Background: an optimization exercise with open tools, aiming at small area, a short achievable clock period and few clock cycles per item. Do not read the settings as production practice. Only simulation tests tie the RTL to the original design; equivalence was not proved. Power and IR drop assume default switching activity.

<file path="flow/config.mk">
export PLATFORM = sky130hd
export DESIGN_NAME = rle_led_frame_decoder
export DESIGN_NICKNAME = rle_led_frame_decoder
export VERILOG_FILES = /design/flow/design.v
export SDC_FILE = /design/flow/constraint.sdc
export NUM_CORES = 4
export LEC_CHECK = 0
export CAP_MARGIN = 20
export CORE_MARGIN = 2
export CORE_UTILIZATION = 40
export SLEW_MARGIN = 20
export SYNTH_MEMORY_MAX_BITS = 8192
</file>
<file path="flow/design.v">
package rled_pkg;
	typedef enum logic [1:0] {
		CMD_RUN    = 2'd0,
		CMD_COMMIT = 2'd1,
		CMD_READ   = 2'd2,
		CMD_NONE   = 2'd3
	} cmd_code_t;
	typedef enum logic [2:0] {
		ST_CLEAR,
		ST_IDLE,
		ST_RUN,
		ST_COPY,
		ST_DRAIN,
		ST_READ,
		ST_DONE
	} state_t;
	typedef struct packed {
		logic load;
		logic clear_en;
		logic run_en;
		logic copy_en;
		logic read_en;
	} ctrl_cmd_t;
	typedef struct packed {
		logic run_go;
		logic run_last;
		logic ptr_last;
	} dp_stat_t;
endpackage
module rled_ctrl
(
	input  logic       clk,
	input  logic       arst_n,
	input  logic       start,
	input  rled_pkg::cmd_code_t  cmd_code,
	input  rled_pkg::dp_stat_t   stat,
	output rled_pkg::ctrl_cmd_t  ctl,
	output logic       busy,
	output logic       done
);
	rled_pkg::state_t state_q;
	rled_pkg::state_t state_d;
	always_ff @(posedge clk or negedge arst_n) begin
		if (!arst_n) begin
			state_q <= rled_pkg::ST_CLEAR;
		end else begin
			state_q <= state_d;
		end
	end
	always_comb begin
		state_d = state_q;
		ctl     = '0;
		busy    = 1'b1;
		done    = 1'b0;
		case (state_q)
			rled_pkg::ST_CLEAR: begin
				ctl.clear_en = 1'b1;
				if (stat.ptr_last) begin
					state_d = rled_pkg::ST_IDLE;
				end
			end
			rled_pkg::ST_IDLE: begin
				busy = 1'b0;
				if (start) begin
					ctl.load = 1'b1;
					case (cmd_code)
						rled_pkg::CMD_RUN:    state_d = stat.run_go ? rled_pkg::ST_RUN : rled_pkg::ST_DONE;
						rled_pkg::CMD_COMMIT: state_d = rled_pkg::ST_COPY;
						rled_pkg::CMD_READ:   state_d = rled_pkg::ST_READ;
						default:    state_d = rled_pkg::ST_DONE;
					endcase
				end
			end
			rled_pkg::ST_RUN: begin
				ctl.run_en = 1'b1;
				if (stat.run_last) begin
					state_d = rled_pkg::ST_DONE;
				end
			end
			rled_pkg::ST_COPY: begin
				ctl.copy_en = 1'b1;
				if (stat.ptr_last) begin
					state_d = rled_pkg::ST_DRAIN;
				end
			end
			rled_pkg::ST_DRAIN: begin
				state_d = rled_pkg::ST_DONE;
			end
			rled_pkg::ST_READ: begin
				ctl.read_en = 1'b1;
				state_d     = rled_pkg::ST_DONE;
			end
			rled_pkg::ST_DONE: begin
				done    = 1'b1;
				state_d = rled_pkg::ST_IDLE;
			end
			default: begin
				state_d = rled_pkg::ST_IDLE;
			end
		endcase
	end
endmodule
module rled_dp
#(
	parameter int PIXEL_COUNT = 90
) (
	input  logic       clk,
	input  logic       arst_n,
	input  rled_pkg::ctrl_cmd_t  ctl,
	output rled_pkg::dp_stat_t   stat,
	input  rled_pkg::cmd_code_t  cmd_code,
	input  logic [7:0] run_length,
	input  logic [7:0] red_in,
	input  logic [7:0] green_in,
	input  logic [7:0] blue_in,
	input  logic       last_record,
	input  logic [6:0] read_index,
	output logic [7:0] red_out,
	output logic [7:0] green_out,
	output logic [7:0] blue_out,
	output logic [6:0] fill_position,
	output logic       overflow
);
	localparam int AW = (PIXEL_COUNT > 1) ? $clog2(PIXEL_COUNT) : 1;
	localparam int PW = $clog2(PIXEL_COUNT + 1);
	localparam logic [AW-1:0] PTR_LAST = AW'(PIXEL_COUNT - 1);
	localparam logic [PW-1:0] WP_END   = PW'(PIXEL_COUNT);
	logic [23:0]   stg_mem [PIXEL_COUNT];
	logic [23:0]   disp_mem [PIXEL_COUNT];
	logic [PW-1:0] wp_q;
	logic          ovf_q;
	logic          stop_q;
	logic [7:0]    cnt_q;
	logic [23:0]   color_q;
	logic [AW-1:0] ptr_q;
	logic [6:0]    idx_q;
	logic          rd_sel_q;
	logic          cp_v_s1;
	logic [AW-1:0] cp_addr_s1;
	logic [23:0]   stg_rd_s1;
	logic [23:0]   disp_rd_q;
	logic          wp_end;
	logic          stg_we;
	logic [AW-1:0] stg_wa;
	logic [23:0]   stg_wd;
	logic          disp_we;
	logic [AW-1:0] disp_wa;
	logic [23:0]   disp_wd;
	assign wp_end        = (wp_q == WP_END);
	assign stat.run_go   = !stop_q && (run_length != 8'd0);
	assign stat.run_last = (cnt_q == 8'd1) || wp_end;
	assign stat.ptr_last = (ptr_q == PTR_LAST);
	always_ff @(posedge clk or negedge arst_n) begin
		if (!arst_n) begin
			wp_q     <= '0;
			ovf_q    <= 1'b0;
			stop_q   <= 1'b0;
			cnt_q    <= '0;
			ptr_q    <= '0;
			rd_sel_q <= 1'b0;
			cp_v_s1  <= 1'b0;
		end else begin
			cp_v_s1 <= ctl.copy_en;
			if (ctl.load) begin
				ptr_q    <= '0;
				rd_sel_q <= (cmd_code == rled_pkg::CMD_READ) &&
				            (32'(read_index) < 32'(PIXEL_COUNT));
				case (cmd_code)
					rled_pkg::CMD_RUN: begin
						cnt_q <= run_length;
						if (stop_q) begin
							if (last_record) begin
								stop_q <= 1'b0;
							end
						end else if (run_length == 8'd0) begin
							stop_q <= !last_record;
						end
					end
					rled_pkg::CMD_COMMIT: begin
						wp_q   <= '0;
						ovf_q  <= 1'b0;
						stop_q <= 1'b0;
					end
					default: begin
					end
				endcase
			end
			if (ctl.clear_en || ctl.copy_en) begin
				ptr_q <= ptr_q + AW'(1);
			end
			if (ctl.run_en) begin
				if (wp_end) begin
					ovf_q <= 1'b1;
				end else begin
					wp_q  <= wp_q + PW'(1);
					cnt_q <= cnt_q - 8'd1;
				end
			end
		end
	end
	always_ff @(posedge clk) begin
		if (ctl.load) begin
			color_q <= {red_in, green_in, blue_in};
			idx_q   <= read_index;
		end
		cp_addr_s1 <= ptr_q;
	end
	assign stg_we  = ctl.clear_en || (ctl.run_en && !wp_end);
	assign stg_wa  = ctl.clear_en ? ptr_q : wp_q[AW-1:0];
	assign stg_wd  = ctl.clear_en ? 24'd0 : color_q;
	assign disp_we = ctl.clear_en || cp_v_s1;
	assign disp_wa = ctl.clear_en ? ptr_q : cp_addr_s1;
	assign disp_wd = ctl.clear_en ? 24'd0 : stg_rd_s1;
	always_ff @(posedge clk) begin
		if (stg_we) begin
			stg_mem[stg_wa] <= stg_wd;
		end
		if (ctl.copy_en) begin
			stg_rd_s1 <= stg_mem[ptr_q];
		end
	end
	always_ff @(posedge clk) begin
		if (disp_we) begin
			disp_mem[disp_wa] <= disp_wd;
		end
		if (ctl.read_en && rd_sel_q) begin
			disp_rd_q <= disp_mem[AW'(idx_q)];
		end
	end
	assign red_out       = rd_sel_q ? disp_rd_q[23:16] : 8'd0;
	assign green_out     = rd_sel_q ? disp_rd_q[15:8]  : 8'd0;
	assign blue_out      = rd_sel_q ? disp_rd_q[7:0]   : 8'd0;
	assign fill_position = 7'(wp_q);
	assign overflow      = ovf_q;
endmodule
module rle_led_frame_decoder
#(
	parameter int PIXEL_COUNT = 90
) (
	input  logic       clk,
	input  logic       arst_n,
	input  logic       start,
	output logic       busy,
	input  logic [1:0] cmd,
	input  logic [7:0] run_length,
	input  logic [7:0] red_in,
	input  logic [7:0] green_in,
	input  logic [7:0] blue_in,
	input  logic       last_record,
	input  logic [6:0] read_index,
	output logic       done,
	output logic [7:0] red_out,
	output logic [7:0] green_out,
	output logic [7:0] blue_out,
	output logic [6:0] fill_position,
	output logic       overflow
);
	rled_pkg::ctrl_cmd_t ctl;
	rled_pkg::dp_stat_t  stat;
	rled_pkg::cmd_code_t cmd_code;
	assign cmd_code = rled_pkg::cmd_code_t'(cmd);
	rled_ctrl u_ctrl (
		.clk      (clk),
		.arst_n   (arst_n),
		.start    (start),
		.cmd_code (cmd_code),
		.stat     (stat),
		.ctl      (ctl),
		.busy     (busy),
		.done     (done)
	);
	rled_dp #(
		.PIXEL_COUNT (PIXEL_COUNT)
	) u_dp (
		.clk           (clk),
		.arst_n        (arst_n),
		.ctl           (ctl),
		.stat          (stat),
		.cmd_code      (cmd_code),
		.run_length    (run_length),
		.red_in        (red_in),
		.green_in      (green_in),
		.blue_in       (blue_in),
		.last_record   (last_record),
		.read_index    (read_index),
		.red_out       (red_out),
		.green_out     (green_out),
		.blue_out      (blue_out),
		.fill_position (fill_position),
		.overflow      (overflow)
	);
endmodule
</file>
<file path="flow/constraint.sdc">
create_clock -name core_clock -period 6.0 [get_ports {clk}]
set_input_delay 1.2000 -clock core_clock [delete_from_list [all_inputs] [get_ports {clk}]]
set_output_delay 1.2000 -clock core_clock [all_outputs]
set_load 0.01 [all_outputs]
</file>
<file path="flow/run.sh">
#!/bin/bash
# synth_recipe.tcl (not shown) runs the flow's synth.tcl, then flattens the netlist and writes it again
# the make line also repeats each setting of config.mk as NAME=value (left out here)
make -C /OpenROAD-flow-scripts/flow DESIGN_CONFIG=/design/flow/config.mk WORK_HOME=/design/flow/orfs CLKGATE_MAP_FILE= SYNTH_SCRIPT=/design/flow/synth_recipe.tcl finish
</file>
==> flow_summary.ini <==
[layout]
fin_util = 0.458
register_area_um2 = 133000
drive_gt1_frac = 0.274
multi_input_area_um2 = 35900
design_area_um2 = 194000
fin_nets = 8208
final_cell_mix = edfxtp_1 (4399), mux4_2 (1057), clkbuf_16 (438)
fillers = 35100
final_common_cell = edfxtp_1
syn2layout_area_growth_pct = 13.9

[logic_synthesis]
synth_async_sr_flop_share = 0.00654
synth_ff_type = edfxtp_1
yosys_register_bits = 4435
seq_area_frac_synth = 0.780
synth.distinct_cells = 73
netlist_instances = 7683
synth_edf_count = 4399
yosys_warnings = 2
syn_area_per_cell_um2 = 22.2
syn_nets = 7739
syn_area_um2 = 170000

[worst_setup_path]
cp_cell_sequence = buf_12 -> mux4_2 -> mux2i_1 -> o22ai_1 -> nor4_1 -> nand3_1
critPathCaptureType = flip-flop
worstPathArrival_ns = 4.95
crit_required_ns = 6.70
cpPeakStageDelay_ns = 1.17
start_kind = flip-flop
cp_max_fo = 47
critPathKind = reg -> reg
critPathSlowestCell = dfrtp_4
cp_top_family = flip-flops
crit_buf_inv = 1

[power_and_ir_drop]
power.internal_uw = 60100
sw_frac_of_total = 0.294
seq_power_share = 0.464
leakage_uw = 0.0600
power.density_nw_per_um2 = 438
p_switching_uw = 25000
ir_drop_uv = 302
p_comb_frac = 0.223
power.share.clock = 0.314
power.total_uw = 85100

[route]
via_per_inst = 5.94
detail-route-antenna-nets = 0
drt_iter0_markers = 11100
drc = 0
drt-pass1-iter-count = 6
drt-wirelength-per-cell_um = 33.3
routed_wl_um = 472000
num_vias = 84200

[grt]
track_usage = 0.214
grt_remaining_overflow = 0
antenna_found_initial = 20
grt_pass1_wl_um = 658000
grt_start_max_net_pins = 100
grt_pass1_vias = 83400

[clock_tree]
cts_hold_buf = 0
cts_root_buffer = clkbuf_16
cts_buffer_depth = 4
clock_sinks = 4435
cts-buffers-inserted = 432
path_clk_slew_ns = 0.07
cts_resized = 0
htree_levels = 5
worst_skew_pair.late_latency_ns = 0.99
post_cts_buffers = 0
tritoncts = done

[floorplanning]
rows = 239
core_um2 = 424000
initial_core_util = 0.402
die_x_um = 657
die_area_um2 = 431000
die_h_um = 657
io_pins = 79

[placement]
gp_congestion = 0.863
io_buffers = 78
hpwlAfterDp_um = 278000
place_area_um2 = 180000

[sta]
relSlewSlack = 0.0607
fin_skew_ns = 0.0483
max_freq_mhz = 235
hold_viol = 0
drv_slew = 0
fin_crit_sh = 0.708
rsz0062_at_grt = no
fin_setup_tns_ns = 0
setup_viol = 0
period_needed_ns = 4.25
tightest_slew_ns = 1.41

[run_status]
status = finished clean

[hold_path]
hold_class = in -> async

[run]
drv_cap = 0
cell type report:
class                   count  area share
clock buffers             541      0.0586
clock inverters           237      0.0124
flip-flops and latches   4435       0.685
multi-input cells        2820       0.185
inverters                  21    0.000426
well taps                5663      0.0365
diodes                      8    0.000103
repair buffers            442      0.0214
stage by stage:
stage | std cells | setup WS (ns) | hold WS, ns
6_report | 14200 | 1.75 | 0.378
5_1_grt | 14200 | 1.69 | 0.367
4_1_cts | 14100 | 1.76 | 0.293
3_5_place_dp | 13400 | 1.76 | 0.486
3_3_place_gp | 13400 | 1.63 | 0.478
2_1_floorplan | 7683 | 2.01 | 0.345
sequential cells by signal, indices dropped and copies added, names as in the netlist:
signal           flops
u_dp.disp_mem     2160
u_dp.color_q        24
u_dp.rd_sel_q        1
u_dp.idx_q           7
u_dp.disp_rd_q      24
u_dp.stg_mem      2160
u_dp.wp_q            7
u_ctrl.state_q       3
u_dp.stop_q          1
u_dp.cnt_q           8
u_dp.ovf_q           1
u_dp.ptr_q           7
u_dp.cp_v_s1         1
u_dp.cp_addr_s1      7
u_dp.stg_rd_s1      24
routing by layer:
layer,vias to the layer above,track usage,part of all wire
li1,33500,-,-
met5,-,0,0.00013
met1,45600,0.300,0.40
met2,4394,0.342,0.48
met4,10,0.0785,0.040
met3,717,0.0326,0.087
power groups by stage:
stage | clock network (µW) | registers (µW) | logic [µW]
floorplan | 0 | 39900 | 10900
global placement | 0 | 40100 | 18300
detailed placement | 0 | 40100 | 18800
CTS | 27100 | 39400 | 18800
global route | 28200 | 39500 | 19800
finish | 26700 | 39400 | 18900
worst paths after layout:
check                                          start                      endpoint  slack (ns)  cells after the start
hold / removal                                arst_n     u_dp.ptr_q[3]$_DFFE_PN0P_        0.38                      2
setup / recovery           u_dp.ptr_q[0]$_DFFE_PN0P_  u_dp.stg_rd_s1[17]$_DFFE_PP_        1.75                      6
setup reg to reg           u_dp.ptr_q[0]$_DFFE_PN0P_  u_dp.stg_rd_s1[17]$_DFFE_PP_        1.75                      6
hold reg to reg              u_dp.cnt_q[6]$_DFF_PN0_       u_dp.cnt_q[6]$_DFF_PN0_        0.50                      1
max in group asynchronous                     arst_n     u_dp.ptr_q[1]$_DFFE_PN0P_        5.07                      2
min in group core_clock      u_dp.cnt_q[6]$_DFF_PN0_       u_dp.cnt_q[6]$_DFF_PN0_        0.50                      1
cell families (layout without fill, tap and decap cells):
group	after synthesis	count (layout)	synth area share
muxes	1345	1345	0.157
other	0	8	0
DFF	4435	4435	0.780
and+or+nand+nor	838	838	0.0231
adders and majority gates	11	11	0.000808
buffers and inverters	428	1241	0.0127
xor gates and xnor gates	3	3	0.000154
AOI/OAI and AO/OA	623	623	0.0255
Yosys cell counts (all sizes together), types with 6 or more instances:
cell	n	area share
a2111oi	15	0.00077
a211oi	54	0.0024
a21oi	93	0.0027
a221oi	14	0.00072
a22o	12	0.00062
a22oi	92	0.0041
a311oi	7	0.00036
a31oi	24	0.00088
a32oi	24	0.0012
and2	81	0.0030
and3	13	0.00048
buf	234	0.0084
clkbuf	173	0.0038
dfrtp	29	0.0043
dfxtp	7	0.00082
edfxtp	4399	0.78
ha	11	0.00081
inv	17	0.00037
mux2	56	0.0037
mux2i	230	0.014
mux4	1059	0.14
nand2	248	0.0055
nand2b	22	0.00081
nand3	73	0.0021
nand3b	13	0.00057
nand4	8	0.00029
nor2	252	0.0056
nor2b	45	0.0017
nor3	27	0.00079
nor4	13	0.00048
o211ai	31	0.0014
o21ai	58	0.0017
o221ai	21	0.0011
o22a	9	0.00046
o22ai	98	0.0036
o31ai	14	0.00062
o41ai	6	0.00031
or2	11	0.00040
or3b	6	0.00031
or4	10	0.00044
Testbench counts, summed over its fixed seeds: cycles 319,281, items 24,000.

==> static timing again, ports no longer ideal <==
Ports are ideal in the flow. The routed layout listed here was re-timed in OpenROAD.
Step 1 assumes that a clkbuf_16 drives the clock port and a buf_2 every other input.
Step 2 also shifts input and output timing later by t, the mid clock arrival at the registers, as if the neighbouring blocks saw the same clock.
Three values: no drivers, after step 1, after step 2; two values: the first two.
t (ns): 1.079
slack for setup (ns): 1.749 / 1.749 / 1.749
slew at the worst register clock pin (ns): 0.07 / 0.07
worst data-port slew with drivers (ns): 0.25
cell pins on the clock port's net: 1
After both steps this run still meets setup and hold. The setup slack of this run moves by 0.000 ns with the drivers and by 0.000 ns with both steps.
